Source: an optimization exercise on an open RTL-to-GDS flow (aim: small area). Production flows keep margins and buffers that such runs may drop. At most, simulation tests tie the RTL to the original design; equivalence was not proved. Only the layout flow was run in runs 1 to 3; the RTL was not checked for function there. The clock port is modelled as an ideal driver; clocking choices that lean on that would not hold on a real chip. Power figures rest on the tool's default switching activity, not on a simulated workload.

$ cat config.mk
export PLATFORM = sky130hd
export DESIGN_NAME = dbg_top
export DESIGN_NICKNAME = dbg_top
export VERILOG_FILES = /design/flow/design.v
export SDC_FILE = /design/flow/constraint.sdc
export NUM_CORES = 4
export LEC_CHECK = 0
export CAP_MARGIN = 20
export CORE_MARGIN = 2
export CORE_UTILIZATION = 40
export SLEW_MARGIN = 20
export SYNTH_HIERARCHICAL = 1
$ cat constraint.sdc
create_clock -name core_clock -period 10.0 [get_ports {clk}]
set_input_delay 2.0000 -clock core_clock [delete_from_list [all_inputs] [get_ports {clk}]]
set_output_delay 2.0000 -clock core_clock [all_outputs]
set_load 0.01 [all_outputs]
$ cat design.v
`timescale 1ns/1ps
module dbg_top (
    input  logic              clk,
    input  logic              clr_mcu_reset,
    input  logic              srx,
    output logic              stx,
    output logic              mcu_reset,
    output logic              cu_pause,
    input  logic              cu_pausable,
    input  logic              cu_paused,
    output logic [31:0]       mem_req_addr,
    output logic [31:0]       mem_req_din,
    output logic              mem_req_en,
    output logic              mem_req_we,
    input  logic [31:0]       mem_dout,
    input  logic [31:0]       pc_next
);
    localparam logic [1:0] RX_IDLE = 2'd0, RX_START = 2'd1, RX_DATA = 2'd2, RX_STOP = 2'd3;
    logic        srx_meta, srx_sync;
    logic [1:0]  rx_state;
    logic [10:0] rx_cnt;
    logic [2:0]  rx_bit;
    logic [1:0]  rx_byte;
    logic        rx_ready;
    logic [31:0] rx_sr;
    logic [31:0] rx_word;
    assign rx_word = {rx_sr[7:0], rx_sr[15:8], rx_sr[23:16], rx_sr[31:24]};
    logic [10:0] rx_cnt_inc;
    logic rx_half, rx_full, rx_gap;
    assign rx_cnt_inc = {rx_cnt[9:0], ~(rx_cnt[10] ^ rx_cnt[7])};
    assign rx_half = rx_cnt[10] & !rx_cnt[9] & rx_cnt[0];                             
    assign rx_full = rx_cnt[9] & rx_cnt[5] & rx_cnt[2] & rx_cnt[0];                   
    assign rx_gap  = !rx_cnt[9] & !rx_cnt[8] & rx_cnt[7] & !rx_cnt[6] & !rx_cnt[5] &
                     !rx_cnt[4] & !rx_cnt[2] & rx_cnt[1] & !rx_cnt[0];                
    always_ff @(posedge clk) begin
        if (clr_mcu_reset) begin
            srx_meta <= 1'b1;
            srx_sync <= 1'b1;
        end else begin
            srx_meta <= srx;
            srx_sync <= srx_meta;
        end
    end
    always_ff @(posedge clk) begin
        if (clr_mcu_reset) begin
            rx_state <= RX_IDLE;
            rx_bit <= '0;
            rx_byte <= '0;
            rx_ready <= 1'b0;
        end else begin
            rx_ready <= 1'b0;
            case (rx_state)
                RX_IDLE: begin
                    if (!srx_sync) begin
                        rx_state <= RX_START;
                    end else if (rx_gap) begin
                        rx_byte <= '0;
                    end
                end
                RX_START: begin
                    if (rx_half) begin
                        rx_state <= srx_sync ? RX_IDLE : RX_DATA;
                    end
                end
                RX_DATA: begin
                    if (rx_full) begin
                        rx_bit <= rx_bit + 1'b1;
                        if (rx_bit == 3'd7) begin
                            rx_state <= RX_STOP;
                        end
                    end
                end
                default: begin
                    if (rx_full) begin
                        rx_state <= RX_IDLE;
                        if (srx_sync) begin
                            rx_byte <= rx_byte + 1'b1;
                            rx_ready <= (rx_byte == 2'd3);
                        end else begin
                            rx_byte <= '0;
                        end
                    end
                end
            endcase
        end
    end
    always_ff @(posedge clk) begin
        if (rx_state == RX_IDLE ? (!srx_sync || rx_byte == 2'd0 || rx_gap) :
            rx_state == RX_START ? rx_half : rx_full) begin
            rx_cnt <= '0;
        end else begin
            rx_cnt <= rx_cnt_inc;
        end
    end
    always_ff @(posedge clk) begin
        if (rx_state == RX_DATA && rx_full) begin
            rx_sr <= {srx_sync, rx_sr[31:1]};
        end
    end
    localparam logic [3:0]
        IDLE           = 4'd0,
        FAILED         = 4'd1,
        WAIT_PAUSED    = 4'd2,
        S_PAUSE        = 4'd3,
        ST_SEND_STATUS = 4'd4,
        RM_WAIT_ADDR   = 4'd5,
        RM_READ_DATA   = 4'd6,
        RM_SEND_DATA   = 4'd7,
        WM_WAIT_ADDR   = 4'd8,
        WM_WAIT_DATA   = 4'd9,
        SHB_WAIT_INDEX = 4'd10,
        SHB_WAIT_ADDR  = 4'd11,
        CHB_WAIT_INDEX = 4'd12,
        CHB_CLEAR      = 4'd13,
        SEND_CKSUM     = 4'd14;
    localparam logic [2:0] SRC_FAIL = 3'b000, SRC_CMD = 3'b001, SRC_MD = 3'b010,
                           SRC_R = 3'b100, SRC_RMD = 3'b110;
    logic [3:0]  state, next_state;
    logic [31:0] r_acc;
    logic [31:0] md_reg;
    logic        r_mcu_reset;
    logic        r_cu_pause;
    logic [15:0] wait_cnt;       
    logic        timed_out;
    logic        tx_idle;
    logic        tx_send;
    logic [2:0]  tx_src, next_src;
    logic        hb_pause;
    logic        hb_set, hb_clr;
    logic        set_reset, clr_reset, set_pause, clr_pause;
    logic        acc_en, acc_clr, acc_st;
    logic        ld_cmd, ld_md;
    logic        cmd_ok;
    logic [1:0]  status;
    assign timed_out = (wait_cnt & 16'b1111001111111111) == 16'b1100001100010111;
    assign mcu_reset = clr_mcu_reset | r_mcu_reset;
    assign cu_pause = r_cu_pause | hb_pause;
    assign status = {cu_pause, mcu_reset};
    assign cmd_ok = rx_word[31:12] == 20'h0FF00 && rx_word[7:0] == ~rx_word[15:8];
    always_comb begin
        next_state = state;
        tx_send = 1'b0;
        next_src = SRC_R;
        mem_req_en = 1'b0;
        hb_set = 1'b0;
        hb_clr = 1'b0;
        {set_reset, clr_reset, set_pause, clr_pause} = '0;
        acc_en = 1'b0;
        acc_clr = 1'b0;
        acc_st = 1'b0;
        ld_cmd = 1'b0;
        ld_md = 1'b0;
        case (state)
            IDLE: begin
                if (rx_ready && cmd_ok && tx_idle) begin
                    acc_en = 1'b1;
                    acc_clr = 1'b1;
                    ld_cmd = 1'b1;
                    next_src = SRC_CMD;
                    case (rx_word[11:8])
                        4'h0: begin set_reset = 1'b1; tx_send = 1'b1; end
                        4'h1: begin clr_reset = 1'b1; tx_send = 1'b1; end
                        4'h7: begin clr_pause = 1'b1; tx_send = 1'b1; end
                        4'h5: begin set_pause = 1'b1; next_state = WAIT_PAUSED; end
                        4'h6: begin clr_pause = 1'b1; next_state = S_PAUSE; end
                        4'h8: begin tx_send = 1'b1; next_state = ST_SEND_STATUS; end
                        4'h9: begin tx_send = 1'b1; next_state = RM_WAIT_ADDR; end
                        4'hA: begin tx_send = 1'b1; next_state = WM_WAIT_ADDR; end
                        4'hD: begin tx_send = 1'b1; next_state = SHB_WAIT_INDEX; end
                        4'hE: begin tx_send = 1'b1; next_state = CHB_WAIT_INDEX; end
                        default: ;
                    endcase
                end
            end
            FAILED: begin
                if (tx_idle) begin
                    next_src = SRC_FAIL;
                    tx_send = 1'b1;
                    next_state = IDLE;
                end
            end
            S_PAUSE: begin
                set_pause = 1'b1;
                next_state = WAIT_PAUSED;
                acc_en = rx_ready;
                acc_clr = 1'b1;
            end
            WAIT_PAUSED: begin
                acc_en = rx_ready;
                acc_clr = 1'b1;
                if (cu_paused || mcu_reset) begin
                    tx_send = 1'b1;
                    next_state = IDLE;
                end
            end
            ST_SEND_STATUS: begin
                if (tx_idle) begin
                    tx_send = 1'b1;
                    acc_en = 1'b1;
                    acc_clr = 1'b1;
                    acc_st = 1'b1;
                    next_state = SEND_CKSUM;
                end
            end
            RM_WAIT_ADDR, WM_WAIT_ADDR, SHB_WAIT_INDEX, CHB_WAIT_INDEX: begin
                if (timed_out) begin
                    next_state = FAILED;
                end else if (rx_ready) begin
                    acc_en = 1'b1;
                    acc_clr = 1'b1;
                    case (state)
                        RM_WAIT_ADDR:   next_state = RM_READ_DATA;
                        WM_WAIT_ADDR:   next_state = WM_WAIT_DATA;
                        SHB_WAIT_INDEX: next_state = SHB_WAIT_ADDR;
                        default:        next_state = CHB_CLEAR;
                    endcase
                end
            end
            RM_READ_DATA: begin
                if (tx_idle) begin
                    mem_req_en = 1'b1;
                    next_state = RM_SEND_DATA;
                end
            end
            RM_SEND_DATA: begin
                ld_md = 1'b1;
                next_src = SRC_MD;
                tx_send = 1'b1;
                next_state = SEND_CKSUM;
            end
            WM_WAIT_DATA, SHB_WAIT_ADDR: begin
                if (timed_out) begin
                    next_state = FAILED;
                end else if (rx_ready) begin
                    mem_req_en = (state == WM_WAIT_DATA);
                    hb_set = (state == SHB_WAIT_ADDR);
                    acc_en = 1'b1;
                    next_state = SEND_CKSUM;
                end
            end
            CHB_CLEAR: begin
                hb_clr = 1'b1;
                next_state = SEND_CKSUM;
            end
            SEND_CKSUM: begin
                if (tx_idle) begin
                    next_src = (tx_src == SRC_MD) ? SRC_RMD : SRC_R;
                    tx_send = 1'b1;
                    next_state = IDLE;
                end
            end
            default: next_state = IDLE;
        endcase
    end
    assign mem_req_we = (state == WM_WAIT_DATA);
    assign mem_req_addr = r_acc;
    assign mem_req_din = rx_word;
    always_ff @(posedge clk) begin
        if (clr_mcu_reset) begin
            state <= IDLE;
            r_mcu_reset <= 1'b0;
            r_cu_pause <= 1'b0;
        end else begin
            state <= next_state;
            if (set_reset) begin
                r_mcu_reset <= 1'b1;
            end else if (clr_reset) begin
                r_mcu_reset <= 1'b0;
            end
            if (set_pause || hb_pause) begin
                r_cu_pause <= 1'b1;
            end else if (clr_pause) begin
                r_cu_pause <= 1'b0;
            end
        end
    end
    always_ff @(posedge clk) begin
        wait_cnt <= rx_ready ? 16'd0 : {wait_cnt[14:0], ~(wait_cnt[15] ^ wait_cnt[12])};
        if (acc_en) begin
            r_acc <= (acc_clr ? 32'd0 : r_acc) ^ (acc_st ? {30'd0, status} : rx_word);
        end
        if (ld_md) begin
            md_reg <= mem_dout;
        end else if (ld_cmd) begin
            md_reg[11:8] <= rx_word[11:8];
        end
    end
    logic        tx_busy;
    logic [6:0]  tx_cnt;
    logic [3:0]  tx_bit;         
    logic [1:0]  tx_byte;
    logic        tx_full;
    logic [4:0]  tx_idx;         
    logic [31:0] cmd_word;
    logic [31:0] fail_word;
    logic        tx_data;
    assign tx_idle = !tx_busy;
    assign tx_full = (tx_cnt[4:0] == 5'b01000);
    assign tx_idx = {~tx_byte, tx_bit[2:0]};
    assign cmd_word = {16'h0FF0, 4'h0, md_reg[11:8], 4'hF, ~md_reg[11:8]};
    assign fail_word = 32'hF00FF00F;
    always_comb begin
        tx_data = (tx_src[2] & r_acc[tx_idx]) ^ (tx_src[1] & md_reg[tx_idx]);
        if (tx_src[2:1] == 2'b00) begin
            tx_data = tx_src[0] ? cmd_word[tx_idx] : fail_word[tx_idx];
        end
    end
    always_ff @(posedge clk) begin
        if (clr_mcu_reset) begin
            tx_busy <= 1'b0;
            stx <= 1'b1;
            tx_cnt <= '0;
            tx_bit <= '0;
            tx_byte <= '0;
        end else if (!tx_busy) begin
            if (tx_send) begin
                tx_busy <= 1'b1;
                stx <= 1'b0;
            end
        end else if (tx_full) begin
            tx_cnt <= '0;
            if (tx_bit[3] && tx_bit[0]) begin
                tx_bit <= '0;
                tx_byte <= tx_byte + 1'b1;
                if (tx_byte == 2'd3) begin
                    tx_busy <= 1'b0;
                end else begin
                    stx <= 1'b0;
                end
            end else begin
                stx <= tx_bit[3] | tx_data;
                tx_bit <= tx_bit + 1'b1;
            end
        end else begin
            tx_cnt <= {tx_cnt[5:0], ~(tx_cnt[6] ^ tx_cnt[5])};
        end
    end
    always_ff @(posedge clk) begin
        if (!tx_busy && tx_send) begin
            tx_src <= next_src;
        end
    end
    logic [31:0] bp_addr [8];
    logic [7:0]  bp_valid;
    always_ff @(posedge clk) begin
        if (clr_mcu_reset) begin
            bp_valid <= '0;
        end else if (hb_set) begin
            bp_valid[r_acc[2:0]] <= 1'b1;
        end else if (hb_clr) begin
            bp_valid[r_acc[2:0]] <= 1'b0;
        end
    end
    always_ff @(posedge clk) begin
        if (hb_set) begin
            bp_addr[r_acc[2:0]] <= rx_word;
        end
    end
    bp_match u_bp_match (
        .bp_addr     ({bp_addr[7], bp_addr[6], bp_addr[5], bp_addr[4],
                       bp_addr[3], bp_addr[2], bp_addr[1], bp_addr[0]}),
        .bp_valid    (bp_valid),
        .pc_next     (pc_next),
        .cu_pausable (cu_pausable),
        .hb_pause    (hb_pause)
    );
endmodule
module bp_match (
    input  logic [255:0] bp_addr,
    input  logic [7:0]   bp_valid,
    input  logic [31:0]  pc_next,
    input  logic         cu_pausable,
    output logic         hb_pause
);
    always_comb begin
        logic hit;
        hit = 1'b0;
        for (int i = 0; i < 8; i++) begin
            hit |= bp_valid[i] && (bp_addr[32*i +: 32] == pc_next);
        end
        hb_pause = cu_pausable && hit;
    end
endmodule
$ cat flow/run.sh
#!/bin/bash
set -euo pipefail
export BUFFER_PORTS_ARGS="-buffer_cell sky130_fd_sc_hd__buf_1"
bash standard.sh synth floorplan place > flow_place.log 2>&1

export PLATFORM_DIR=$FLOW_HOME/platforms/sky130hd
export RES=$PWD/orfs/results/sky130hd/dbg_top/base
base="-sink_clustering_enable -repair_clock_nets -dont_use_dummy_load"
cands=(
  "$base -buf_list sky130_fd_sc_hd__clkbuf_8"
  "$base -buf_list sky130_fd_sc_hd__clkbuf_2"
  "$base -buf_list sky130_fd_sc_hd__clkbuf_4"
  "$base -buf_list sky130_fd_sc_hd__clkbuf_8 -sink_clustering_size 30 -sink_clustering_max_diameter 50"
  "$base -buf_list sky130_fd_sc_hd__clkbuf_16 -sink_clustering_size 30 -sink_clustering_max_diameter 80"
  "$base -buf_list sky130_fd_sc_hd__clkbuf_16 -sink_clustering_size 40 -sink_clustering_max_diameter 100"
  "$base -buf_list sky130_fd_sc_hd__clkbuf_4 -sink_clustering_size 30 -sink_clustering_max_diameter 30"
  "$base -buf_list sky130_fd_sc_hd__clkbuf_8 -sink_clustering_size 30 -sink_clustering_max_diameter 45"
)
for i in "${!cands[@]}"; do
  CTS_TRY="${cands[$i]}" openroad -no_init -exit flow/cts_eval.tcl > cts_eval_$i.log 2>&1 &
  if (( (i + 1) % 4 == 0 )); then wait; fi
done
wait
best=0; best_area=1e9
for i in "${!cands[@]}"; do
  read -r area slew < <(grep '^CTS_EVAL' cts_eval_$i.log | awk '{print $2, $3}') || continue
  echo "candidate $i: area $area slew $slew: ${cands[$i]}" >> cts_choice.log
  if awk -v s="$slew" -v a="$area" -v b="$best_area" 'BEGIN{exit !(s < 0.112 && a < b)}'; then
    best=$i; best_area=$area
  fi
done
echo "chosen $best" >> cts_choice.log
export CTS_ARGS="${cands[$best]}"
bash standard.sh > flow_finish.log 2>&1
$ cat flow/cts_eval.tcl
# Try one clock tree setting on the placed design and print its buffer area and
# the worst flip-flop clock-pin slew. Nothing is written back.
read_lef $::env(PLATFORM_DIR)/lef/sky130_fd_sc_hd.tlef
read_lef $::env(PLATFORM_DIR)/lef/sky130_fd_sc_hd_merged.lef
read_liberty $::env(PLATFORM_DIR)/lib/sky130_fd_sc_hd__tt_025C_1v80.lib
read_db $::env(RES)/3_place.odb
read_sdc $::env(RES)/3_place.sdc
source $::env(PLATFORM_DIR)/setRC.tcl
set a0 [rsz::design_area]
eval clock_tree_synthesis $::env(CTS_TRY)
set_propagated_clock [all_clocks]
estimate_parasitics -placement
set a1 [rsz::design_area]
set mx 0
foreach pin [get_pins -hierarchical */CLK] {
  foreach p {slew_max_rise slew_max_fall} {
    set s [get_property $pin $p]
    if {$s > $mx} {set mx $s}
  }
}
puts "CTS_EVAL [expr {($a1-$a0)*1e12}] $mx"
$ cat standard.sh
#!/bin/bash
# synth_recipe.tcl (not shown) runs the flow's synth.tcl, then flattens the netlist and writes it again
# the make line also repeats each setting of config.mk as NAME=value (left out here)
make -C /OpenROAD-flow-scripts/flow DESIGN_CONFIG=/design/flow/config.mk WORK_HOME=/design/flow/orfs CLKGATE_MAP_FILE= SYNTH_SCRIPT=/design/flow/synth_recipe.tcl "${@:-finish}"
==> results of run 1 <==
## metrics by stage
stage	setup WS [ns]	cell area (µm²)	std cells	util, %
finish	3.123	19970	2119	44.10
global route	3.036	19970	2119	44.10
CTS	3.127	19970	2118	44.10
detailed placement	3.127	19410	2007	42.87
global placement	3.157	19380	2005	42.79
floorplan	4.318	18280	1318	-
## Yosys stat by module, one instance, submodules excluded
| module | cells inside | times used | flops+latches |
|---|---|---|---|
| dbg_top | 937 | 1 | 421 |
| bp_match | 381 | 1 | 0 |
## how the worst max path moves through the flow
stage | from | end | slack, ns | cells past startpoint
6_report | pc_next[12] | cu_pause | 3.12 | 9
5_1_grt | pc_next[12] | cu_pause | 3.04 | 9
4_1_cts | pc_next[28] | cu_pause | 3.13 | 9
3_5_place_dp | pc_next[28] | cu_pause | 3.13 | 9
3_3_place_gp | pc_next[28] | cu_pause | 3.16 | 9
2_1_floorplan | pc_next[2] | cu_pause | 4.32 | 8
## layer usage
layer | part of all wire, % | track usage, % | vias to the layer above
met3 | 7.0 | 5.900 | 80
met4 | 2.5 | 7.392 | 4
met2 | 49 | 36.37 | 420
met1 | 42 | 28.22 | 5708
met5 | 0.13 | 0.9375 | -
li1 | - | - | 5185
## layout make-up
class | instances | area (µm²) | share of cell area (%)
Antenna cell | 1 | 2.502 | 0.01253
Sequential cell | 421 | 11980 | 59.99
Clock buffer | 111 | 555.5 | 2.782
Multi-Input combinational cell | 809 | 5921 | 29.65
Timing Repair Buffer | 157 | 685.7 | 3.433
Tap cell | 600 | 750.7 | 3.759
Inverter | 20 | 75.07 | 0.3759
## worst min-delay path, stage by stage, from the launching register on
cell and delay (ns):
dfxtp_1 0.33, nand3_1 0.08, a21oi_1 0.06
## cell families (layout without fill, tap and decap cells)
kind of cell,count (synthesis),count (layout),synth area share (%)
and+or+nand+nor,367,367,10.52
adders and majority gates,12,12,0.8215
DFF,421,421,65.56
other,0,1,0
AOI/OAI and AO/OA,99,99,3.690
muxes,31,31,2.738
xor gates and xnor gates,300,300,14.38
buffers and inverters,88,288,2.293
## power by group through the flow
stage | Sequential (W) | Clock [W] | Combinational (W)
2_1_floorplan | 0.00204 | 0 | 0.000392
4_1_cts | 0.00204 | 0.000937 | 0.000497
3_5_place_dp | 0.00208 | 0 | 0.000494
5_1_grt | 0.00205 | 0.00102 | 0.000546
3_3_place_gp | 0.00207 | 0 | 0.000485
6_report | 0.00204 | 0.000903 | 0.000492
## layout by cell type, fill, tap and decap left out, types with 20 or more instances in the layout
cell type and n:
nand2_1 104, inv_1 20, nor4_1 36, edfxtp_1 355
nor2_1 50, clkbuf_2 112, a21oi_1 29, buf_1 136
nor2b_1 21, nand3_1 27, xor2_1 161, xnor2_1 139
nand4_1 43, dfxtp_1 66
==> run summary, run 1 <==
run status=no timing/DRC/antenna violations; Final Slew Violations=0; max-cap violation count=0; Worst-Skew Late Latency=1.10 ns; crit path launch type=input port; hold endpoint=tx_cnt[4]$_SDFFE_PP0P_; 1st-pass router iterations=5; final hold vios=0; Pint=0.002435 W; CTS Hold Buffers Added=0; CTS tree=done; initial antenna violation count=3; net switching power=0.0009975 W; top-area cell type share of the netlist area=58.33%; Layout area overhead=9.277%; sw frac=29.06%; final worst path period share=68.77%; worst-margin pin slew=1.107 ns; Slew HR=26.22%; Syn Nets=1399; Worst EP arrival=4.88 ns; vias=11397; Initial Utilization=40.36%; RSZ-0062 raised after global routing=false; Top Family by Delay on Critical Path=simple AND/OR/NAND/NOR gates; global-route wire length before repair=75.38 mm; proportion of layout cells with a drive suffix above 1=11.92%; count leader, synth=edfxtp_1; Post-Synthesis Cells=1318; largest net degree at the start of global routing=42; PD cells=171.9 nW/µm²; Hold Crit Class=flip-flop to flip-flop; CP Capture Type=output port; clk slew on worst S/H paths=0.10 ns; Final Skew=0.1410 ns; core box area=45280 µm²; DRC viols=0; GR Overflow Total=0; count of unique library cells instantiated by Yosys=71; final wirelength=51.68 mm; I/O Buffers=137; Hold WS=0.3871 ns; num ports=138; Post-Syn Area=18280 µm²; postcts setup bufs=0; register share of total power=59.3%; Synth area leader=edfxtp_1; Max Freq=145.4 MHz; leakage=6.585 nW; Logic pwr share=14.3%; top cells by area, synth=edfxtp_1 58%, xor2_1 7.7%, dfxtp_1 7.2%; Avg Cell Area, Syn=13.87 µm²; Final HPWL DP=34.65 mm; CTS sink count=421; Post-synth EDFFs=355; die height=217.8 µm; Final min period=6.877 ns; Layout fillers=4198; register bit count reported by yosys=421; Design Power=0.003432 W; FF-to-FF path depth=8; final setup vio count=0; Clk network pwr share=26.3%; Max FO, Critical Path=8; hold_sp=tx_cnt[3]$_SDFFE_PP0P_; Sum Neg Setup Slack=0 ns; FF-to-FF Start=rx_sr[6]$_DFFE_PP_; net total in the final layout=1601; Hold Path Cell Cnt=2; top cells by count, synth=355 x edfxtp_1, 161 x xor2_1, 139 x xnor2_1; r2r setup slk=6.59 ns; vias in the first global route=11408; wire length per cell=24.39 µm; Critical Path RT=8.00 ns; kind of critical path=input port to output port; post-cts sizing count=0; GRT Overall Usage=22.09%; Synth Warn #=8; Std-Cell Rows=78; final RePlAce weighted congestion=0.9100; Synth async-reset ratio=0%; peak supply drop=86.44 µV; CP Cell Sequence=buf_1 -> xnor2_1 -> nand4_1 -> nor4_1 -> nand4_1 -> o22ai_1 -> o41a_1 -> or2_2 -> buf_1; sequential fraction of the synthesis area=65.56%; die extent in x=217.8 µm; max reg flops=256; Antenna Nets Post-Route=0; ys flop type=edfxtp_1; crit path buf inv count=2; Worst path slowest cell=buf_1; DR iter-0 viols=1005; CTS Buf Count=111; die area=47420 µm²; Critical R2R Capture=r_acc[0]$_DFFE_PP_; Vias per Instance=5.378; Critical Path Max Stage Delay=0.79 ns
==> run 2: changes to the inputs <==
--- a/design.v
+++ b/design.v
@@ -116,3 +116,3 @@
     localparam logic [2:0] SRC_FAIL = 3'b000, SRC_CMD = 3'b001, SRC_MD = 3'b010,
-                           SRC_R = 3'b100, SRC_RMD = 3'b110;
+                           SRC_R = 3'b100, SRC_ST = 3'b101, SRC_RMD = 3'b110;
     logic [3:0]  state, next_state;
@@ -138,3 +138,4 @@
     assign status = {cu_pause, mcu_reset};
-    assign cmd_ok = rx_word[31:12] == 20'h0FF00 && rx_word[7:0] == ~rx_word[15:8];
+    assign cmd_ok = rx_word[31:12] == 20'h0FF00 && rx_word[7:4] == 4'hF &&
+                    rx_word[3:0] == ~rx_word[11:8];
     always_comb begin
@@ -197,2 +198,3 @@
                 if (tx_idle) begin
+                    next_src = SRC_ST;
                     tx_send = 1'b1;
@@ -246,3 +248,4 @@
                 if (tx_idle) begin
-                    next_src = (tx_src == SRC_MD) ? SRC_RMD : SRC_R;
+                    next_src = (tx_src == SRC_MD) ? SRC_RMD :
+                               (tx_src == SRC_ST) ? SRC_ST : SRC_R;
                     tx_send = 1'b1;
@@ -279,3 +282,4 @@
         if (acc_en) begin
-            r_acc <= (acc_clr ? 32'd0 : r_acc) ^ (acc_st ? {30'd0, status} : rx_word);
+            r_acc[31:2] <= (acc_clr ? 30'd0 : r_acc[31:2]) ^ rx_word[31:2];
+            r_acc[1:0] <= (acc_clr ? 2'd0 : r_acc[1:0]) ^ (acc_st ? status : rx_word[1:0]);
         end
@@ -305,2 +309,4 @@
             tx_data = tx_src[0] ? cmd_word[tx_idx] : fail_word[tx_idx];
+        end else if (tx_src == SRC_ST) begin
+            tx_data = (tx_idx[4:1] == 4'd0) & r_acc[tx_idx[0]];
         end
@@ -311,3 +317,2 @@
             stx <= 1'b1;
-            tx_cnt <= '0;
             tx_bit <= '0;
@@ -320,3 +325,2 @@
         end else if (tx_full) begin
-            tx_cnt <= '0;
             if (tx_bit[3] && tx_bit[0]) begin
@@ -333,4 +337,9 @@
             end
-        end else begin
+        end
+    end
+    always_ff @(posedge clk) begin
+        if (tx_busy && !tx_full) begin
             tx_cnt <= {tx_cnt[5:0], ~(tx_cnt[6] ^ tx_cnt[5])};
+        end else begin
+            tx_cnt <= '0;
         end
==> run 2 against run 1 <==
Global-route usage decreased by 0.62 points. Routed wire length decreased by 2.6%. Combinational power about the same. Critical path depth unchanged. Sequential cell count unchanged. Register-to-register slack about the same. Sequential power about the same. Via count decreased by 0.82%. Die area increased by 0.34%. Synthesized cell count decreased by 1.7%. Critical endpoint unchanged. Largest power group unchanged.
==> run summary, run 2 <==
run status=no timing/DRC/antenna violations; crit path buf inv count=2 (unchanged); largest net degree at the start of global routing=34 (-19%); CTS sink count=421 (unchanged); max reg flops=256 (unchanged); clk slew on worst S/H paths=0.07 ns (-0.03 ns); commonest cells after routing, fill and taps aside=355 x edfxtp_1, 169 x xnor2_1, 137 x buf_1; initial antenna violation count=3 (unchanged); count of unique library cells instantiated by Yosys=75 (+5.6%); final setup vio count=0 (unchanged); Slew HR=34.70% (+8.5 points); vias in the first global route=11271 (-1.2%); GR Overflow Total=0 (unchanged); fin worst setup slack=3.188 ns (+0.06501 ns); sequential fraction of the synthesis area=65.33% (-0.23 points); CP Cell Sequence=buf_1 -> xor2_1 -> nor4_1 -> nand4_1 -> or4_1 -> o22ai_1 -> o41a_1 -> or2_2 -> buf_1; die area=47580 µm² (+0.34%); Crit path top cell by count=buf_1; Post-Syn Area=18340 µm² (+0.35%); DRC viols=0 (unchanged); Sum Neg Setup Slack=0 ns (unchanged); FF-to-FF Start=rx_sr[7]$_DFFE_PP_; Max Freq=146.8 MHz (+0.95%); top cells by area, synth=edfxtp_1 58%, xnor2_1 8.1%, dfxtp_1 7.2%; largest family of logic cells by synthesized area=XOR/XNOR gates; r2r setup slk=6.59 ns (about the same); Synth Area in Simple Gates=10.74% (+0.22 points); CTS Buf Count=108 (-2.7%); proportion of layout cells with a drive suffix above 1=12.26% (+0.34 points); Worst-Skew Late Latency=1.05 ns (-0.05 ns); post-synthesis mux area share=2.804% (+0.066 points); Worst path depth=9 (unchanged); CTS tree=done; Final Slew Violations=0 (unchanged); Hold Path Cell Cnt=1 (-1); Post-synth EDFFs=355 (unchanged); Critical Path Max Stage Delay=0.59 ns (-0.20 ns); Synth async-reset ratio=0% (unchanged); num ports=138 (unchanged); Antenna Nets Post-Route=0 (unchanged); leakage=6.537 nW (-0.72%); CP Capture Type=output port; die extent in x=218.1 µm (+0.17%); count leader, synth=edfxtp_1; final RePlAce weighted congestion=0.9054 (-0.51%); core box area=45280 µm² (unchanged); post-cts sizing count=0 (unchanged); global-route wire length before repair=73.54 mm (-2.4%); Critical Path RT=8.00 ns (about the same); Initial Utilization=40.50% (+0.14 points); top cells by count, synth=355 x edfxtp_1, 169 x xnor2_1, 130 x xor2_1; Syn Nets=1376 (-1.6%); Reg area=11980 µm² (unchanged); CP Capture Point=cu_pause; Std-Cell Rows=78 (unchanged); RSZ-0062 raised after global routing=false; worst-margin pin slew=0.9796 ns (-0.1272 ns); net switching power=0.0009781 W (-1.9%); Logic pwr share=14.5% (+0.2 points); Final Skew=0.1049 ns (-0.03610 ns); post-synthesis compound-gate area fraction=3.575% (-0.12 points); Critical R2R Capture=r_acc[14]$_DFFE_PP_; GRT Overall Usage=21.47% (-0.62 points); Worst EP arrival=4.81 ns (-0.07 ns); kind of critical path=input port to output port; Vias per Instance=5.354 (-0.45%); Hold Crit Class=flip-flop to flip-flop; Synth area leader=edfxtp_1; vias=11303 (-0.82%); Max FO, Critical Path=8 (unchanged); peak supply drop=73.49 µV (-15%); Worst path slowest cell=buf_1; final hold vios=0 (unchanged); sw frac=28.63% (-0.43 points); Synth Area in XOR/XNOR=14.28% (-0.098 points); Layout fillers=4229 (+0.74%); Top Family by Delay on Critical Path=simple AND/OR/NAND/NOR gates; DR iter-0 viols=1172 (+17%); crit path launch type=input port; Pint=0.002438 W (+0.13%); net total in the final layout=1592 (-0.56%); max-cap violation count=0 (unchanged); register bit count reported by yosys=421 (unchanged); ys flop type=edfxtp_1; register share of total power=59.7% (+0.4 points); Clk network pwr share=25.9% (-0.4 points); postcts setup bufs=0 (unchanged); pre-CTS setup slack=3.121 ns (-0.006250 ns); PD cells=170.0 nW/µm² (-1.1%); area used by multi-input combinational logic=5958 µm² (+0.63%); I/O Buffers=137 (unchanged); 1st-pass router iterations=5 (unchanged); Post-Synthesis Cells=1295 (-1.7%); CTS Hold Buffers Added=0 (unchanged); wire length per cell=23.84 µm (-2.3%); FF-to-FF path depth=6 (-2); Synth Warn #=8 (unchanged); die height=218.1 µm (+0.17%); most common cell after layout, fill and taps aside=edfxtp_1; final worst path period share=68.12% (-0.65 points); Final HPWL DP=34.01 mm (-1.8%); Final min period=6.812 ns (-0.06501 ns); final wirelength=50.32 mm (-2.6%); Hold WS=0.4346 ns (+0.04747 ns); Layout area overhead=9.565%; crit path launch=pc_next[23]; top-area cell type share of the netlist area=58.13% (-0.20 points); post-synthesis adder-cell area fraction=0.8187% (-0.0029 points); Avg Cell Area, Syn=14.16 µm² (+2.1%)
run 2: area by class of cell:
type | count | area share [%]
Antenna cell | 2 | 0.02491
Clock buffer | 108 | 2.690
Tap cell | 600 | 3.736
Sequential cell | 421 | 59.63
Multi-Input combinational cell | 792 | 29.65
Inverter | 17 | 0.3176
Timing Repair Buffer | 171 | 3.954
run 2: per-stage QoR:
step	cell area (µm²)	std cells	total power (W)	util [%]
6_report	20090	2111	0.003416	44.37
5_1_grt	20090	2111	0.003592	44.37
3_3_place_gp	19510	1999	0.002564	43.08
2_1_floorplan	18340	1295	0.002457	-
3_5_place_dp	19530	2000	0.002570	43.13
4_1_cts	20070	2108	0.003457	44.32
run 2: worst min-delay path by stage:
stage / startpoint / end / slack [ns]
after global routing: wait_cnt[8]$_SDFF_PP0_ / wait_cnt[9]$_SDFF_PP0_ / 0.46
after CTS: srx_meta$_SDFF_PP1_ / srx_sync$_SDFF_PP1_ / 0.44
final: srx_meta$_SDFF_PP1_ / srx_sync$_SDFF_PP1_ / 0.43
after global placement: srx_meta$_SDFF_PP1_ / srx_sync$_SDFF_PP1_ / 0.40
after detailed placement: srx_meta$_SDFF_PP1_ / srx_sync$_SDFF_PP1_ / 0.40
after floorplan: srx_meta$_SDFF_PP1_ / srx_sync$_SDFF_PP1_ / 0.39
run 2: metal layers:
| layer | wire (µm) | vias to the layer above | global-route usage [%] |
|---|---|---|---|
| met4 | 1193 | 0 | 7.007 |
| met1 | 20820 | 5601 | 27.85 |
| met2 | 24320 | 467 | 35.13 |
| li1 | - | 5157 | - |
| met5 | 0 | - | 0 |
| met3 | 3985 | 78 | 5.581 |
run 2: per-module statistics from Yosys, one instance, submodules excluded:
module	cell area (µm²)	flops+latches	cells inside
dbg_top	15360	421	914
bp_match	2977	0	381
run 2: kinds of logic after synthesis:
| group | Yosys count |
|---|---|
| AO/OA/AOI/OAI | 93 |
| XOR/XNOR | 299 |
| flip-flops | 421 |
| adder cells (fa/ha/maj) | 12 |
| AND/OR/NAND/NOR | 352 |
| buffers and inverters | 82 |
| multiplexers | 36 |
run 2: power by group through the flow:
stage          registers (W)  logic (W)  clock network (W)
2_1_floorplan        0.00204   0.000418                  0
3_3_place_gp         0.00208   0.000488                  0
3_5_place_dp         0.00208   0.000494                  0
4_1_cts              0.00204   0.000497           0.000923
5_1_grt              0.00205   0.000544            0.00100
6_report             0.00204   0.000494           0.000883
==> run 3: changes to the inputs <==
--- a/config.mk
+++ b/config.mk
@@ -9,3 +9,3 @@
 export CORE_MARGIN = 2
-export CORE_UTILIZATION = 40
+export CORE_UTILIZATION = 65
 export SLEW_MARGIN = 20
==> run 3 against run 2 <==
Still clean on timing, DRC and antenna. Sequential power barely moved. Sequential share of layout area rose by 1.2 points. Clock power down 7.6%. Fmax increased by 1.9%. Routed wire length fell by 11%. Die area is 38% lower.
==> run summary, run 3 <==
final hold vios=0 (unchanged); postcts setup bufs=0 (unchanged); Layout fillers=1986 (-53%); r2r setup slk=6.85 ns (+0.26 ns); PD cells=169.7 nW/µm² (-0.18%); sequential fraction of the synthesis area=65.33% (unchanged); pre-CTS setup slack=3.364 ns (+0.2435 ns); core box area=27780 µm² (-39%); Hold WS=0.4076 ns (-0.02698 ns); top cells by area, synth=edfxtp_1 58%, xnor2_1 8.1%, dfxtp_1 7.2%; Synth Warn #=8 (unchanged); net total in the final layout=1494 (-6.2%); clk slew on worst S/H paths=0.11 ns (+0.04 ns); CTS Hold Buffers Added=0 (unchanged); RSZ-0062 raised after global routing=false; Max FO, Critical Path=8 (unchanged); Final HPWL DP=30.99 mm (-8.9%); leakage=6.288 nW (-3.8%); die extent in x=172.0 µm (-21%); count leader, synth=edfxtp_1; commonest cells after routing, fill and taps aside=355 x edfxtp_1, 169 x xnor2_1, 137 x buf_1; register bit count reported by yosys=421 (unchanged); count of unique library cells instantiated by Yosys=75 (unchanged); initial antenna violation count=1 (-2); final worst path period share=66.88% (-1.2 points); proportion of layout cells with a drive suffix above 1=6.166% (-6.1 points); Synth async-reset ratio=0% (unchanged); Post-Synthesis Cells=1295 (unchanged); die area=29580 µm² (-38%); DR iter-0 viols=1231 (+5.0%); top cells by count, synth=355 x edfxtp_1, 169 x xnor2_1, 130 x xor2_1; final wirelength=44.89 mm (-11%); most common cell after layout, fill and taps aside=edfxtp_1; vias in the first global route=10199 (-9.5%); I/O Buffers=137 (unchanged); max-cap violation count=0 (unchanged); Slew HR=34.54% (-0.16 points); wire length per cell=25.09 µm (+5.3%); CTS sink count=421 (unchanged); worst-margin pin slew=0.9806 ns (+0.0009903 ns); Syn Nets=1376 (unchanged); kind of critical path=input port to output port; Final Slew Violations=0 (unchanged); crit path launch type=input port; final setup vio count=0 (unchanged); post-cts sizing count=0 (unchanged); GR Overflow Total=0 (unchanged); Diodes inserted=0 (-2); CTS Buf Count=18 (-83%); num ports=138 (unchanged); peak supply drop=135.6 µV (+84%); top-area cell type share of the netlist area=58.13% (unchanged); DRC viols=0 (unchanged); GRT Overall Usage=30.54% (+9.1 points); Post-Syn Area=18340 µm² (unchanged); Post-synth EDFFs=355 (unchanged); Antenna Nets Post-Route=0 (unchanged); max reg flops=256 (unchanged); Final min period=6.688 ns (-0.1243 ns); Hold Crit Class=flip-flop to flip-flop; largest net degree at the start of global routing=34 (unchanged); final RePlAce weighted congestion=0.9125 (+0.78%); Critical Path RT=8.00 ns (about the same); Max Freq=149.5 MHz (+1.9%); CTS tree=done; Worst-Skew Late Latency=0.54 ns (-0.51 ns); CP Capture Type=output port; ys flop type=edfxtp_1; Vias per Instance=6.098 (+14%); die height=172.0 µm (-21%); Std-Cell Rows=61 (-22%); Sum Neg Setup Slack=0 ns (unchanged); Synth area leader=edfxtp_1; Layout area overhead=7.368%; fin worst setup slack=3.312 ns (+0.1243 ns); 1st-pass router iterations=7 (+2); Final Skew=0.05552 ns (-0.04938 ns); vias=10910 (-3.5%); Initial Utilization=66.02% (+26 points); Avg Cell Area, Syn=14.16 µm² (unchanged); run status=no timing/DRC/antenna violations; global-route wire length before repair=64.84 mm (-12%); Worst EP arrival=4.69 ns (-0.12 ns)
[run 3: report_power, final]
| group | switching [W] | internal, W |
|---|---|---|
| Sequential | 0.0000766 | 0.00196 |
| Combinational | 0.000291 | 0.000200 |
| Clock | 0.000490 | 0.000326 |
[run 3: layer usage]
layer / track usage [%] / part of all wire (%) / vias up
met4: 11.11 / 4.0 / 0
li1: - / - / 4924
met1: 42.60 / 40 / 5431
met5: 0 / 0 / -
met3: 3.754 / 7.2 / 86
met2: 50.08 / 48 / 469
[run 3: metrics by stage]
| step | util (%) | power, W | instance area (µm²) | instances |
|---|---|---|---|---|
| after floorplan | - | 0.002457 | 18340 | 1295 |
| after global placement | 68.92 | 0.002548 | 19150 | 1766 |
| after detailed placement | 69.13 | 0.002560 | 19210 | 1769 |
| after CTS | 70.75 | 0.003351 | 19660 | 1787 |
| after global routing | 70.88 | 0.003460 | 19690 | 1789 |
| final | 70.88 | 0.003341 | 19690 | 1789 |
[run 3: worst paths after layout]
path	to	cells after the start	from
setup / recovery	cu_pause	9	pc_next[15]
hold / removal	tx_cnt[5]$_SDFF_PN0_	1	tx_cnt[4]$_SDFF_PN0_
setup reg to reg	r_acc[27]$_DFFE_PP_	6	rx_sr[2]$_DFFE_PP_
hold reg to reg	tx_cnt[5]$_SDFF_PN0_	1	tx_cnt[4]$_SDFF_PN0_
[run 3: worst max-delay path, stage by stage]
cell and delay (ns):
buf_1 0.42, xor2_1 0.17, nor4_1 0.57, nand4_1 0.18, or4_1 0.55, o22ai_1 0.18
o41a_1 0.30, or2_2 0.18, buf_1 0.15
[run 3: area by class of cell]
cell class	instances	area [µm²]	share of cell area, %
clock buffers	18	450.4	2.287
repair buffers	163	764.5	3.882
well taps	378	473.0	2.402
flip-flops and latches	421	11980	60.85
inverters	17	63.81	0.3241
multi-input cells	792	5958	30.26
[run 3: logic make-up after synthesis]
kind of cell | count (synthesis) | synth area share (%)
flops | 421 | 65.33
simple gates | 352 | 10.74
xor+xnor | 299 | 14.28
compound gates | 93 | 3.575
buf+inv | 82 | 2.456
mux | 36 | 2.804
fa+ha+maj | 12 | 0.8186
[run 3: Yosys stat by module, one instance, submodules excluded]
| module | cell area (µm²) | times used |
|---|---|---|
| dbg_top | 15360 | 1 |
| bp_match | 2977 | 1 |
==> run 4: changes to the inputs <==
--- a/design.v
+++ b/design.v
@@ -353,9 +353,6 @@
     logic [7:0]  bp_valid;
-    always_ff @(posedge clk) begin
-        if (clr_mcu_reset) begin
-            bp_valid <= '0;
-        end else if (hb_set) begin
-            bp_valid[r_acc[2:0]] <= 1'b1;
-        end else if (hb_clr) begin
-            bp_valid[r_acc[2:0]] <= 1'b0;
+    logic [7:0] bp_sel;
+    always_comb begin
+        for (int i = 0; i < 8; i++) begin
+            bp_sel[i] = (r_acc[2:0] == i);
         end
@@ -363,4 +360,7 @@
     always_ff @(posedge clk) begin
-        if (hb_set) begin
-            bp_addr[r_acc[2:0]] <= rx_word;
+        for (int i = 0; i < 8; i++) begin
+            bp_valid[i] <= !clr_mcu_reset && ((hb_set && bp_sel[i]) || (bp_valid[i] && !(hb_clr && bp_sel[i])));
+            if (hb_set && bp_sel[i]) begin
+                bp_addr[i] <= rx_word;
+            end
         end
--- a/flow/run.sh
+++ b/flow/run.sh
@@ -3,2 +3,4 @@
 export BUFFER_PORTS_ARGS="-buffer_cell sky130_fd_sc_hd__buf_1"
+# downsize gates that have timing slack, once the design is placed and routed globally
+export RECOVER_POWER=100
 bash standard.sh synth floorplan place > flow_place.log 2>&1
--- a/config.mk
+++ b/config.mk
@@ -9,3 +9,3 @@
 export CORE_MARGIN = 2
-export CORE_UTILIZATION = 65
+export CORE_UTILIZATION = 40
 export SLEW_MARGIN = 20
==> run 4 against run 3 <==
Now fails the layout checks on max-capacitance violations, max-slew violations. Area after synthesis fell by 0.88%. Register-to-register slack got worse by 1.7 ns. Sequential share of layout area fell by 0.10 points. Power fell by 13%. Cell count rose by 16%. Fmax fell by 1.6%. Design area rose by 0.17%. Non-clock buffer count fell by 3. Worst setup slack got worse by 0.11 ns. First-iteration DRC count fell by 14%. Sequential power fell by 7%.
==> run summary, run 4 <==
largest family of logic cells by synthesized area=XOR/XNOR gates; Final HPWL DP=34.50 mm (+11%); Syn Nets=1358 (-1.3%); vias in the first global route=11126 (+9.1%); Layout fillers=4214 (+110%); Worst-Skew Late Latency=1.08 ns (+0.54 ns); post-cts sizing count=0 (unchanged); Synth Area in XOR/XNOR=14.45% (+0.17 points); commonest cells after routing, fill and taps aside=355 x edfxtp_1, 166 x xnor2_1, 134 x xor2_1, 134 x buf_1, 106 x clkbuf_2; count leader, synth=edfxtp_1; kind of critical path=input port to output port; top cells by area, synth=edfxtp_1 59%, xnor2_1 8.0%, dfxtp_1 7.3%; Antenna Nets Post-Route=0 (unchanged); leakage=6.380 nW (+1.5%); post-synthesis compound-gate area fraction=3.730% (+0.16 points); Final Slew Violations=398 (+398); proportion of layout cells with a drive suffix above 1=11.82% (+5.7 points); RSZ-0062 raised after global routing=false; die extent in x=217.2 µm (+26%); GRT Overall Usage=21.77% (-8.8 points); DRC viols=0 (unchanged); Synth Warn #=9 (+1); Worst path slowest cell=nor4_1; Final min period=6.798 ns (+0.1094 ns); initial antenna violation count=2 (+1); post-synthesis adder-cell area fraction=0.6883% (-0.13 points); final setup vio count=0 (unchanged); top-area cell type share of the netlist area=58.64% (+0.52 points); I/O Buffers=137 (unchanged); layout check failures=max-capacitance violations, max-slew violations; Reg area=11980 µm² (unchanged); core box area=45090 µm² (+62%); final wirelength=50.81 mm (+13%); ys flop type=edfxtp_1; DR iter-0 viols=1053 (-14%); clk slew on worst S/H paths=0.06 ns (-0.05 ns); count of unique library cells instantiated by Yosys=68 (-9.3%); num ports=138 (unchanged); net total in the final layout=1561 (+4.5%); Final Skew=0.1324 ns (+0.07689 ns); CTS Buf Count=106 (+88); Synth area leader=edfxtp_1; Hold Crit Class=flip-flop to flip-flop; final hold vios=0 (unchanged); CP Cell Sequence=clkbuf_1 -> xnor2_1 -> nand4_1 -> nor4_1 -> nand4_1 -> o22ai_1 -> o41a_1 -> or2_2 -> buf_1; die height=217.2 µm (+26%); area used by multi-input combinational logic=5754 µm² (-3.4%); vias=11056 (+1.3%); Slew HR=-74.34% (-110 points); Avg Cell Area, Syn=14.21 µm² (+0.36%); GR Overflow Total=0 (unchanged); sequential fraction of the synthesis area=65.91% (+0.58 points); max-cap violation count=12 (+12); CTS sink count=421 (unchanged); final worst path period share=67.98% (+1.1 points); wire length per cell=24.42 µm (-2.7%); Crit path top cell by count=nand4_1; post-synthesis mux area share=2.705% (-0.099 points); crit path launch type=input port; postcts setup bufs=0 (unchanged); top cells by count, synth=355 x edfxtp_1, 166 x xnor2_1, 134 x xor2_1; 1st-pass router iterations=5 (-2); Critical Path RT=8.00 ns (about the same); CTS Hold Buffers Added=0 (unchanged); CTS tree=done; Sum Neg Setup Slack=0 ns (unchanged); Worst EP arrival=4.80 ns (+0.11 ns); Critical Path Max Stage Delay=0.65 ns (+0.08 ns); Initial Utilization=40.32% (-26 points); Top Family by Delay on Critical Path=simple AND/OR/NAND/NOR gates; Synth Area in Simple Gates=10.12% (-0.61 points); die area=47170 µm² (+59%); Design Power=0.002891 W (-13%); final RePlAce weighted congestion=0.9147 (+0.24%); most common cell after layout, fill and taps aside=edfxtp_1; Hold WS=0.4291 ns (+0.02153 ns); Vias per Instance=5.313 (-13%); Max FO, Critical Path=8 (unchanged); peak supply drop=85.18 µV (-37%); register bit count reported by yosys=421 (unchanged); Std-Cell Rows=78 (+28%); run status=finished with violations; Synth async-reset ratio=0% (unchanged); PD cells=146.6 nW/µm² (-14%); largest net degree at the start of global routing=35 (+2.9%); global-route wire length before repair=73.95 mm (+14%); Layout area overhead=8.507%; Post-Syn Area=18180 µm² (-0.88%); max reg flops=256 (unchanged); Max Freq=147.1 MHz (-1.6%); CP Capture Type=output port; Post-Synthesis Cells=1279 (-1.2%); crit path buf inv count=2 (unchanged); Post-synth EDFFs=355 (unchanged); worst-margin pin slew=2.615 ns (+1.634 ns)
==> run 4: cell types whose count changed after synthesis, moves of 4 or more <==
cell / delta
mux2i_1: -9
nor3b_1: -4
inv_1: +8
nand4b_1: -4
mux2_2: +4
nand2b_1: -8
nand2_2: +31
xor2_1: +4
a21oi_1: +16
a22oi_1: -5
nor2_1: -16
clkbuf_1: +5
o21ai_0: +6
nand2_1: -18
==> run 4: metrics by stage <==
stage	cell area, µm²	setup WS, ns	cells	utilization [%]
floorplan	18180	4.318	1279	-
finish	19730	3.202	2081	43.75
global route	19730	3.135	2081	43.75
detailed placement	19270	3.223	1973	42.75
CTS	19800	3.218	2079	43.92
global placement	19270	3.252	1973	42.75
==> run 4: logic make-up (layout without fill, tap and decap cells) <==
kind of cell,count (synthesis),after routing
adder cells (fa/ha/maj),10,10
XOR/XNOR,300,300
other,0,1
buffers and inverters,90,291
flip-flops,421,421
AO/OA/AOI/OAI,102,102
multiplexers,32,32
AND/OR/NAND/NOR,324,324
==> run 4: worst reg2reg max path, delay by kind of cell, from the launching register on <==
family          cells  cell delay, ns
xor+xnor            2            0.40
simple gates        4            0.80
buf+inv             2            2.64
compound gates      1            0.21
flops               1            0.55
==> run 4: Yosys stat by module (local to each module, per instance) <==
module | cells | flops+latches
dbg_top | 898 | 421
bp_match | 381 | 0
==> run 4: final cells by class <==
class	instances	area share, %
sequential	421	60.74
multi-input combinational	768	29.17
tap	600	3.806
timing repair buffer	160	3.102
clock buffer	106	2.689
inverter	25	0.4757
antenna	1	0.01269
==> run 4: power by group <==
part | leakage [nW] | switching, W | internal (W)
combinational | 2.21 | 0.0000826 | 0.0000447
sequential | 3.73 | 0.00000439 | 0.00188
clock | 0.440 | 0.000608 | 0.000274
total | 6.38 | 0.000695 | 0.00220
==> run 4: per-layer routing <==
layer / wire, µm / GRT usage (%) / share of wire (%) / vias up
met5: 0 / 0 / 0 / -
met4: 1423 / 7.808 / 2.8 / 0
met3: 3584 / 5.297 / 7.1 / 95
met2: 24200 / 35.01 / 48 / 425
met1: 21610 / 28.75 / 43 / 5495
li1: - / - / - / 5041
==> run 4: path summary, 6_finish.rpt <==
path | endpoint | start | slack, ns | cells after the start
worst max-delay path | cu_pause | pc_next[29] | 3.20 | 9
worst min-delay path | wait_cnt[12]$_SDFF_PP0_ | wait_cnt[11]$_SDFF_PP0_ | 0.43 | 1
worst max register to register | r_acc[1]$_DFFE_PP_ | rx_sr[19]$_DFFE_PP_ | 5.19 | 9
worst min register to register | wait_cnt[12]$_SDFF_PP0_ | wait_cnt[11]$_SDFF_PP0_ | 0.43 | 1
==> run 5: changes to the inputs <==
--- a/flow/run.sh
+++ b/flow/run.sh
@@ -3,4 +3,2 @@
 export BUFFER_PORTS_ARGS="-buffer_cell sky130_fd_sc_hd__buf_1"
-# downsize gates that have timing slack, once the design is placed and routed globally
-export RECOVER_POWER=100
 bash standard.sh synth floorplan place > flow_place.log 2>&1
==> run 5 against run 4 <==
Now clean on timing, DRC and antenna. Global-route usage unchanged. Fmax decreased by 0.30%. Sequential cell count unchanged. Via count about the same. Core utilization increased by 0.24 points. Critical path depth unchanged. Sequential power about the same. Clock skew decreased by 0.0069 ns. Area after synthesis unchanged. Die area unchanged. Synthesized cell count unchanged. Critical path type unchanged. Largest cell class unchanged.
==> run summary, run 5 <==
run status=no timing/DRC/antenna violations; PD cells=145.8 nW/µm² (-0.51%); GRT Overall Usage=21.77% (unchanged); vias in the first global route=11126 (unchanged); 1st-pass router iterations=5 (unchanged); CTS Buf Count=106 (unchanged); final instance area=19830 µm² (+0.55%); Pint=0.002196 W (about the same); RSZ-0062 raised after global routing=false; num ports=138 (unchanged); pre-CTS setup slack=3.223 ns (unchanged); Slew HR=30.95% (+110 points); DR iter-0 viols=1055 (+0.19%); Post-synth EDFFs=355 (unchanged); top cells by count, synth=355 x edfxtp_1, 166 x xnor2_1, 134 x xor2_1; Synth area leader=edfxtp_1; die extent in x=217.2 µm (unchanged); net switching power=0.0006959 W (+0.12%); most common cell after layout, fill and taps aside=edfxtp_1; peak supply drop=85.59 µV (+0.48%); count leader, synth=edfxtp_1; final RePlAce weighted congestion=0.9147 (unchanged); Vias per Instance=5.314 (about the same); max reg flops=256 (unchanged); final worst path period share=68.18% (+0.21 points); final hold vios=0 (unchanged); CTS sink count=421 (unchanged); net total in the final layout=1561 (unchanged); Hold Crit Class=flip-flop to flip-flop; Final min period=6.818 ns (+0.02057 ns); Final HPWL DP=34.50 mm (unchanged); proportion of layout cells with a drive suffix above 1=13.38% (+1.6 points); top-area cell type share of the netlist area=58.64% (unchanged); die area=47170 µm² (unchanged); register bit count reported by yosys=421 (unchanged); Critical Path RT=8.00 ns (about the same); postcts setup bufs=0 (unchanged); final wirelength=50.65 mm (-0.33%); max-cap violation count=0 (-12); sequential fraction of the synthesis area=65.91% (unchanged); Hold WS=0.4234 ns (-0.005721 ns); Synth Warn #=9 (unchanged); Design Power=0.002892 W (about the same); Final Skew=0.1255 ns (-0.006936 ns); largest net degree at the start of global routing=35 (unchanged); Std-Cell Rows=78 (unchanged); Synth async-reset ratio=0% (unchanged); post-cts sizing count=0 (unchanged); Logic pwr share=4.4% (about the same); Final Slew Violations=0 (-100%); CTS tree=done; Avg Cell Area, Syn=14.21 µm² (unchanged); CTS Hold Buffers Added=0 (unchanged); kind of critical path=input port to output port; Antenna Nets Post-Route=0 (unchanged); count of unique library cells instantiated by Yosys=68 (unchanged); Syn Nets=1358 (unchanged); register share of total power=65.1% (about the same); fin worst setup slack=3.182 ns (-0.02057 ns); Worst-Skew Late Latency=1.07 ns (about the same); leakage=6.482 nW (+1.6%); Clk network pwr share=30.5% (about the same); initial antenna violation count=2 (unchanged); crit path launch type=input port; vias=11058 (+0.018%); Post-Synthesis Cells=1279 (unchanged); Initial Utilization=40.32% (unchanged); Sum Neg Setup Slack=0 ns (unchanged); I/O Buffers=137 (unchanged); Area after DPL=19270 µm² (unchanged); wire length per cell=24.34 µm (-0.33%); core box area=45090 µm² (unchanged); die height=217.2 µm (unchanged); sw frac=24.06% (about the same); CP Capture Type=output port; GR Overflow Total=0 (unchanged); clk slew on worst S/H paths=0.07 ns (about the same); global-route wire length before repair=73.95 mm (unchanged); ys flop type=edfxtp_1; Post-Syn Area=18180 µm² (unchanged); commonest cells after routing, fill and taps aside=355 x edfxtp_1, 166 x xnor2_1, 137 x buf_1; Worst EP arrival=4.82 ns (+0.02 ns); top cells by area, synth=edfxtp_1 59%, xnor2_1 8.0%, dfxtp_1 7.3%; final setup vio count=0 (unchanged); Layout area overhead=9.106%; Max Freq=146.7 MHz (-0.30%); worst-margin pin slew=1.036 ns (-1.579 ns); DRC viols=0 (unchanged); Max FO, Critical Path=8 (unchanged)
-- run 5: final timing paths --
kind         cells after the start  slack (ns)                  end                start
max                              9        3.18             cu_pause          pc_next[29]
min                              1        0.42  srx_sync$_SDFF_PP1_  srx_meta$_SDFF_PP1_
max reg2reg                      4        6.88  r_acc[13]$_DFFE_PP_  rx_sr[24]$_DFFE_PP_
min reg2reg                      1        0.42  srx_sync$_SDFF_PP1_  srx_meta$_SDFF_PP1_
-- run 5: cell families (layout without fill, tap and decap cells) --
logic type | Yosys count | in the layout | synth area share, %
xor+xnor | 300 | 300 | 14.45
mux | 32 | 32 | 2.705
flops | 421 | 421 | 65.91
buf+inv | 90 | 291 | 2.388
simple gates | 324 | 324 | 10.12
compound gates | 102 | 102 | 3.731
other cells | 0 | 1 | 0
fa+ha+maj | 10 | 10 | 0.6883
-- run 5: worst max-delay path, stage by stage --
cell,delay (ns)
buf_1,0.61
xnor2_1,0.19
nand4_1,0.18
nor4_1,0.69
nand4_1,0.24
o22ai_1,0.21
o41a_1,0.33
or2_2,0.19
buf_1,0.16
-- run 5: layout make-up --
type                            instances  area, µm²
Sequential cell                       421      11980
Antenna cell                            1      2.502
Timing Repair Buffer                  160      706.9
Clock buffer                          106      530.5
Inverter                               25      93.84
Multi-Input combinational cell        768       5768
Tap cell                              600      750.7
Fill cell                            4191      25250
-- run 5: per-layer routing --
layer	share of wire [%]	vias up	track usage, %
met5	0	-	0
met4	2.8	0	7.808
met3	7.4	96	5.297
met2	48	434	35.01
met1	42	5487	28.75
li1	-	5041	-
-- run 5: modules after synthesis, one instance, submodules excluded --
module | cells | flip-flops and latches | copies in the design | area [µm²]
dbg_top | 898 | 421 | 1 | 15200
bp_match | 381 | 0 | 1 | 2977
-- run 5: power groups by stage --
stage / combinational [W] / clock, W / sequential, W
global route: 0.000137 / 0.00100 / 0.00188
detailed placement: 0.000127 / 0 / 0.00192
CTS: 0.000128 / 0.000918 / 0.00188
global placement: 0.000126 / 0 / 0.00192
floorplan: 0.0000866 / 0 / 0.00192
finish: 0.000127 / 0.000883 / 0.00188
-- run 5: per-stage QoR --
step | std cells | util, %
2_1_floorplan | 1279 | -
3_3_place_gp | 1973 | 42.75
3_5_place_dp | 1973 | 42.75
4_1_cts | 2079 | 43.92
5_1_grt | 2081 | 43.99
6_report | 2081 | 43.99
==> run 6: changes to the inputs <==
--- a/flow/run.sh
+++ b/flow/run.sh
@@ -1,8 +1,40 @@
 #!/bin/bash
+# The standard layout (standard.sh), with these changes:
+#  - ports are buffered with buf_1 instead of the delay buffer buffer_ports picks;
 set -euo pipefail
 export BUFFER_PORTS_ARGS="-buffer_cell sky130_fd_sc_hd__buf_1"
-bash standard.sh synth floorplan place > flow_place.log 2>&1
+RES=$PWD/orfs/results/sky130hd/dbg_top/base
+LOGS=$PWD/orfs/logs/sky130hd/dbg_top/base
+
+bash standard.sh synth > flow_synth_std.log 2>&1
+cp "$RES/1_2_yosys.v" std_1_2_yosys.v
+cp "$LOGS/1_2_yosys.log" std_1_2_yosys.log
+
+sed "s|  log_cmd abc {\*}\$abc_args|  source $PWD/flow/abc_pick.tcl|" \
+  "$FLOW_HOME/scripts/synth.tcl" > own_synth_core.tcl
+sed "s|source \$::env(SCRIPTS_DIR)/synth.tcl|source $PWD/own_synth_core.tcl|" \
+  synth_recipe.tcl > own_synth.tcl
+own_ok=0
+if grep -q abc_pick.tcl own_synth_core.tcl && grep -q own_synth_core.tcl own_synth.tcl; then
+  mk=$(grep '^make ' standard.sh | sed "s|SYNTH_SCRIPT=[^ ]*|SYNTH_SCRIPT=$PWD/own_synth.tcl|; s|\"\${@:-finish}\"|do-yosys|")
+  if eval "$mk" > flow_synth_own.log 2>&1; then
+    own_ok=1
+  fi
+fi
+regs() { awk '$1 ~ /^sky130_fd_sc_hd__(s?e?df|dl[rx]|s?dlclkp)/ {print $1, $2}' "$1" | sort; }
+if [[ $own_ok == 1 ]] && [[ -s "$RES/1_2_yosys.v" ]] &&
+   cmp -s <(regs std_1_2_yosys.v) <(regs "$RES/1_2_yosys.v") &&
+   [[ $(regs std_1_2_yosys.v | wc -l) -gt 0 ]]; then
+  echo "own synthesis kept" > synth_choice.log
+  cp "$LOGS/1_2_yosys.log" own_1_2_yosys.log
+else
+  echo "own synthesis dropped, standard netlist restored" > synth_choice.log
+  cp std_1_2_yosys.v "$RES/1_2_yosys.v"
+fi
+touch "$RES/1_2_yosys.v"
+
+bash standard.sh floorplan place > flow_place.log 2>&1
 
 export PLATFORM_DIR=$FLOW_HOME/platforms/sky130hd
-export RES=$PWD/orfs/results/sky130hd/dbg_top/base
+export RES
 base="-sink_clustering_enable -repair_clock_nets -dont_use_dummy_load"
==> flow/abc_nf_a.script (new file) <==
&get -n
&st
&synch2
&nf -R 1000
&put
&get -n
&st
&dch -f
&nf -R 1000
&put
&get -n
&st
&dch -f
&nf -R 1000
&put
topo
==> flow/abc_nf_b.script (new file) <==
&get -n
&st
&dc2
&synch2
&nf -R 1000 -p
&put
&get -n
&st
&dch -f
&nf -R 1000 -p
&put
topo
==> flow/abc_nf_c.script (new file) <==
&get -n
&st
&synch2
&nf -R 1000
&put
&get -n
&st
&dch -f
&nf -R 1000
&put
topo
==> flow/abc_pick.tcl (new file) <==
# Sourced by own_synth_core.tcl in place of ORFS's single abc call: map the
# combinational logic with each ABC script below and keep the result with the
# least standard-cell area, not counting buffers (placement removes those).
# Flip-flops are mapped before this point, so every choice keeps the same
# registers, names and cell types as the standard synthesis.
proc my_logic_area {} {
  set rpt [tee -q -s result.string stat {*}$::lib_args]
  set area 0.0
  set in_modules 1
  foreach line [split $rpt "\n"] {
    if {[string match "*design hierarchy*" $line]} { set in_modules 0 }
    if {$in_modules && [regexp {^\s*\d+\s+([0-9.eE+]+)\s+(sky130_fd_sc_hd__\S+)} $line -> a cell]} {
      if {![string match "*buf_*" $cell]} { set area [expr {$area + $a}] }
    }
  }
  return $area
}

set my_abc_dir [file dirname [info script]]
set my_abc_scripts [list $abc_script]
foreach s {abc_nf_a.script abc_nf_b.script abc_nf_c.script} {
  lappend my_abc_scripts [file join $my_abc_dir $s]
}
design -save my_pre_abc
set my_best_area 1e30
set my_best 0
set my_i 0
foreach s $my_abc_scripts {
  design -load my_pre_abc
  log_cmd abc {*}[lreplace $abc_args 1 1 $s]
  set a [my_logic_area]
  puts "FLOW_ABC $s logic area $a"
  if {$a < $my_best_area} {
    set my_best_area $a
    set my_best $my_i
  }
  design -save my_abc_$my_i
  incr my_i
}
puts "FLOW_ABC chosen [lindex $my_abc_scripts $my_best]"
design -load my_abc_$my_best
==> run 6 against run 5 <==
Still clean. Fmax is 16% lower. Synthesized cell count is 1.6% lower. Critical path depth is 2 higher. Cell count is 3.0% higher. Core utilization is 1.7 points higher. Register-to-register slack worse by 0.72 ns.
==> run summary, run 6 <==
run status=no timing/DRC/antenna violations; final worst path period share=80.99% (+13 points); Std-Cell Rows=76 (-2.6%); largest net degree at the start of global routing=34 (-2.9%); die height=213.4 µm (-1.8%); crit path launch=pc_next[7]; Critical Path Max Stage Delay=0.64 ns (-0.05 ns); Final Util=45.69% (+1.7 points); Final min period=8.099 ns (+1.281 ns); r2r setup slk=6.16 ns (-0.72 ns); worst-margin pin slew=1.097 ns (+0.06134 ns); CP Capture Type=output port; wire length per cell=29.11 µm (+20%); Vias per Instance=6.005 (+13%); CP Cell Sequence=buf_1 -> clkinv_1 -> a221oi_1 -> nand3_1 -> nor4_1 -> nand4_1 -> nor4_1 -> nor4_1 -> a21boi_0 -> or2_0 -> buf_1; initial antenna violation count=5 (+3); Area after DPL=19170 µm² (-0.56%); final instance area=19720 µm² (-0.56%); Post-Syn Area=17530 µm² (-3.5%); postcts setup bufs=0 (unchanged); top-area cell type share of the netlist area=60.80% (+2.2 points); GR Overflow Total=0 (unchanged); CTS sink count=421 (unchanged); Sum Neg Setup Slack=0 ns (unchanged); peak supply drop=84.64 µV (-1.1%); Antenna Nets Post-Route=0 (unchanged); ys flop type=edfxtp_1; final setup vio count=0 (unchanged); top cells by area, synth=edfxtp_1 61%, dfxtp_1 7.5%, xnor2_1 3.1%; Synth Warn #=9 (unchanged); Avg Cell Area, Syn=13.94 µm² (-1.9%); Initial Utilization=40.62% (+0.30 points); kind of critical path=input port to output port; I/O Buffers=137 (unchanged); Worst path slowest cell=nor4_1; DRC viols=0 (unchanged); count leader, synth=edfxtp_1; Worst-Skew Late Latency=1.10 ns (+0.03 ns); Hold Crit Class=flip-flop to flip-flop; Post-synth EDFFs=355 (unchanged); 1st-pass router iterations=8 (+3); most common cell after layout, fill and taps aside=edfxtp_1; CTS tree=done; net total in the final layout=1635 (+4.7%); top cells by count, synth=355 x edfxtp_1, 112 x clkinv_1, 86 x nand2_1; Max Freq=123.5 MHz (-16%); final hold vios=0 (unchanged); Max FO, Critical Path=7 (-1); Placed Cells=2030 (+2.9%); fin cells=2144 (+3.0%); Synth async-reset ratio=0% (unchanged); Layout area overhead=12.49%; CTS Buf Count=109 (+2.8%); Critical Path RT=8.00 ns (about the same); CTS Hold Buffers Added=0 (unchanged); Final Skew=0.1094 ns (-0.01608 ns); Slew HR=26.86% (-4.1 points); Final HPWL DP=42.98 mm (+25%); core box area=43170 µm² (-4.3%); clk slew on worst S/H paths=0.10 ns (+0.03 ns); proportion of layout cells with a drive suffix above 1=11.58% (-1.8 points); Synth area leader=edfxtp_1; FF-to-FF Start=bp_addr[2][15]$_DFFE_PP_; DR iter-0 viols=1595 (+51%); FF-to-FF path depth=12 (+8); Post-Synthesis Cells=1258 (-1.6%); crit path launch type=input port; RSZ-0062 raised after global routing=false; CP Capture Point=cu_pause; leakage=6.309 nW (-2.7%); vias=12874 (+16%); die extent in x=213.4 µm (-1.8%); final RePlAce weighted congestion=1.011 (+11%); Crit path top cell by count=nor4_1; commonest cells after routing, fill and taps aside=355 x edfxtp_1, 137 x buf_1, 111 x clkinv_1; Syn Nets=1337 (-1.5%); die area=45530 µm² (-3.5%); register bit count reported by yosys=421 (unchanged); post-cts sizing count=0 (unchanged); max reg flops=256 (unchanged); GRT Overall Usage=27.80% (+6.0 points); final wirelength=62.42 mm (+23%); Critical R2R Capture=r_acc[1]$_DFFE_PP_; Worst EP arrival=6.10 ns (+1.28 ns); sequential fraction of the synthesis area=68.33% (+2.4 points); global-route wire length before repair=88.26 mm (+19%); Final Slew Violations=0 (unchanged); vias in the first global route=12683 (+14%); max-cap violation count=0 (unchanged); count of unique library cells instantiated by Yosys=52 (-24%); PD cells=148.7 nW/µm² (+2.0%); num ports=138 (unchanged)
==> run 6: cell types whose count changed in the layout (fill, tap and decap cells not counted), sizes merged, moves of 8 or more <==
cell,previous run,this run
clkinv,1,111
a21oi,33,25
and2,19,9
nand4,46,29
buf,160,187
xnor2,166,62
a221oi,3,55
o2bb2ai,0,21
inv,24,1
nor2b,24,34
o22ai,6,64
xor2,134,59
==> run 6: routing by layer <==
metal / GRT usage, % / vias up / share of wire [%]
met5: 0 / - / 0
met4: 14.44 / 0 / 5.0
met3: 7.176 / 184 / 9.5
met2: 43.69 / 798 / 46
met1: 35.64 / 6382 / 39
li1: - / 5510 / -
==> run 6: through the flow <==
| stage | hold WS, ns | setup WS [ns] | total power, W |
|---|---|---|---|
| after floorplan | 0.3909 | 4.347 | 0.001986 |
| after global placement | 0.4102 | 1.799 | 0.002057 |
| after detailed placement | 0.4250 | 2.015 | 0.002056 |
| after CTS | 0.4385 | 1.997 | 0.002955 |
| after global routing | 0.4494 | 1.834 | 0.003045 |
| final | 0.4248 | 1.901 | 0.002933 |
==> run 6: layout make-up <==
class	instances	area (µm²)
fill	4041	23450
sequential	421	11980
multi-input combinational	725	5142
timing repair buffer	187	889.6
tap	585	732.0
clock buffer	109	545.5
inverter	112	420.4
antenna	5	12.51
==> run 6: modules after synthesis (local to each module, per instance) <==
module,flip-flops and latches,cells,cell area (µm²)
dbg_top,421,834,14690
bp_match,0,424,2846
==> run 6: power breakdown <==
group / internal, W / switching [W] / leakage, nW / total (W)
Sequential: 0.00188 / 0.00000398 / 3.73 / 0.00188
Clock: 0.000282 / 0.000631 / 0.453 / 0.000912
Combinational: 0.0000430 / 0.0000960 / 2.13 / 0.000139
Total: 0.00220 / 0.000731 / 6.31 / 0.00293
==> run 6: critical path, delay by kind of cell <==
| family | cells | cell delay [ns] |
|---|---|---|
| simple gates | 6 | 1.88 |
| buf+inv | 3 | 1.22 |
| compound gates | 2 | 0.98 |
==> run 6: kinds of logic (layout without fill, tap and decap cells) <==
family / Yosys count / in the layout / synth area share (%)
AOI/OAI and AO/OA: 263 / 263 / 10.87
xor gates and xnor gates: 121 / 121 / 6.044
adders and majority gates: 10 / 10 / 0.7136
buffers and inverters: 112 / 408 / 2.398
DFF: 421 / 421 / 68.33
muxes: 24 / 24 / 2.662
other: 0 / 5 / 0
and+or+nand+nor: 307 / 307 / 8.984
==> run 6: how the worst min path moves through the flow <==
| stage | startpoint | to | slack [ns] | depth (start not counted) |
|---|---|---|---|---|
| after floorplan | srx_meta$_SDFF_PP1_ | srx_sync$_SDFF_PP1_ | 0.39 | 1 |
| after global placement | srx_meta$_SDFF_PP1_ | srx_sync$_SDFF_PP1_ | 0.41 | 1 |
| after detailed placement | srx_meta$_SDFF_PP1_ | srx_sync$_SDFF_PP1_ | 0.43 | 1 |
| after CTS | wait_cnt[10]$_SDFF_PP0_ | wait_cnt[11]$_SDFF_PP0_ | 0.44 | 1 |
| after global routing | wait_cnt[10]$_SDFF_PP0_ | wait_cnt[11]$_SDFF_PP0_ | 0.45 | 1 |
| final | wait_cnt[10]$_SDFF_PP0_ | wait_cnt[11]$_SDFF_PP0_ | 0.42 | 1 |
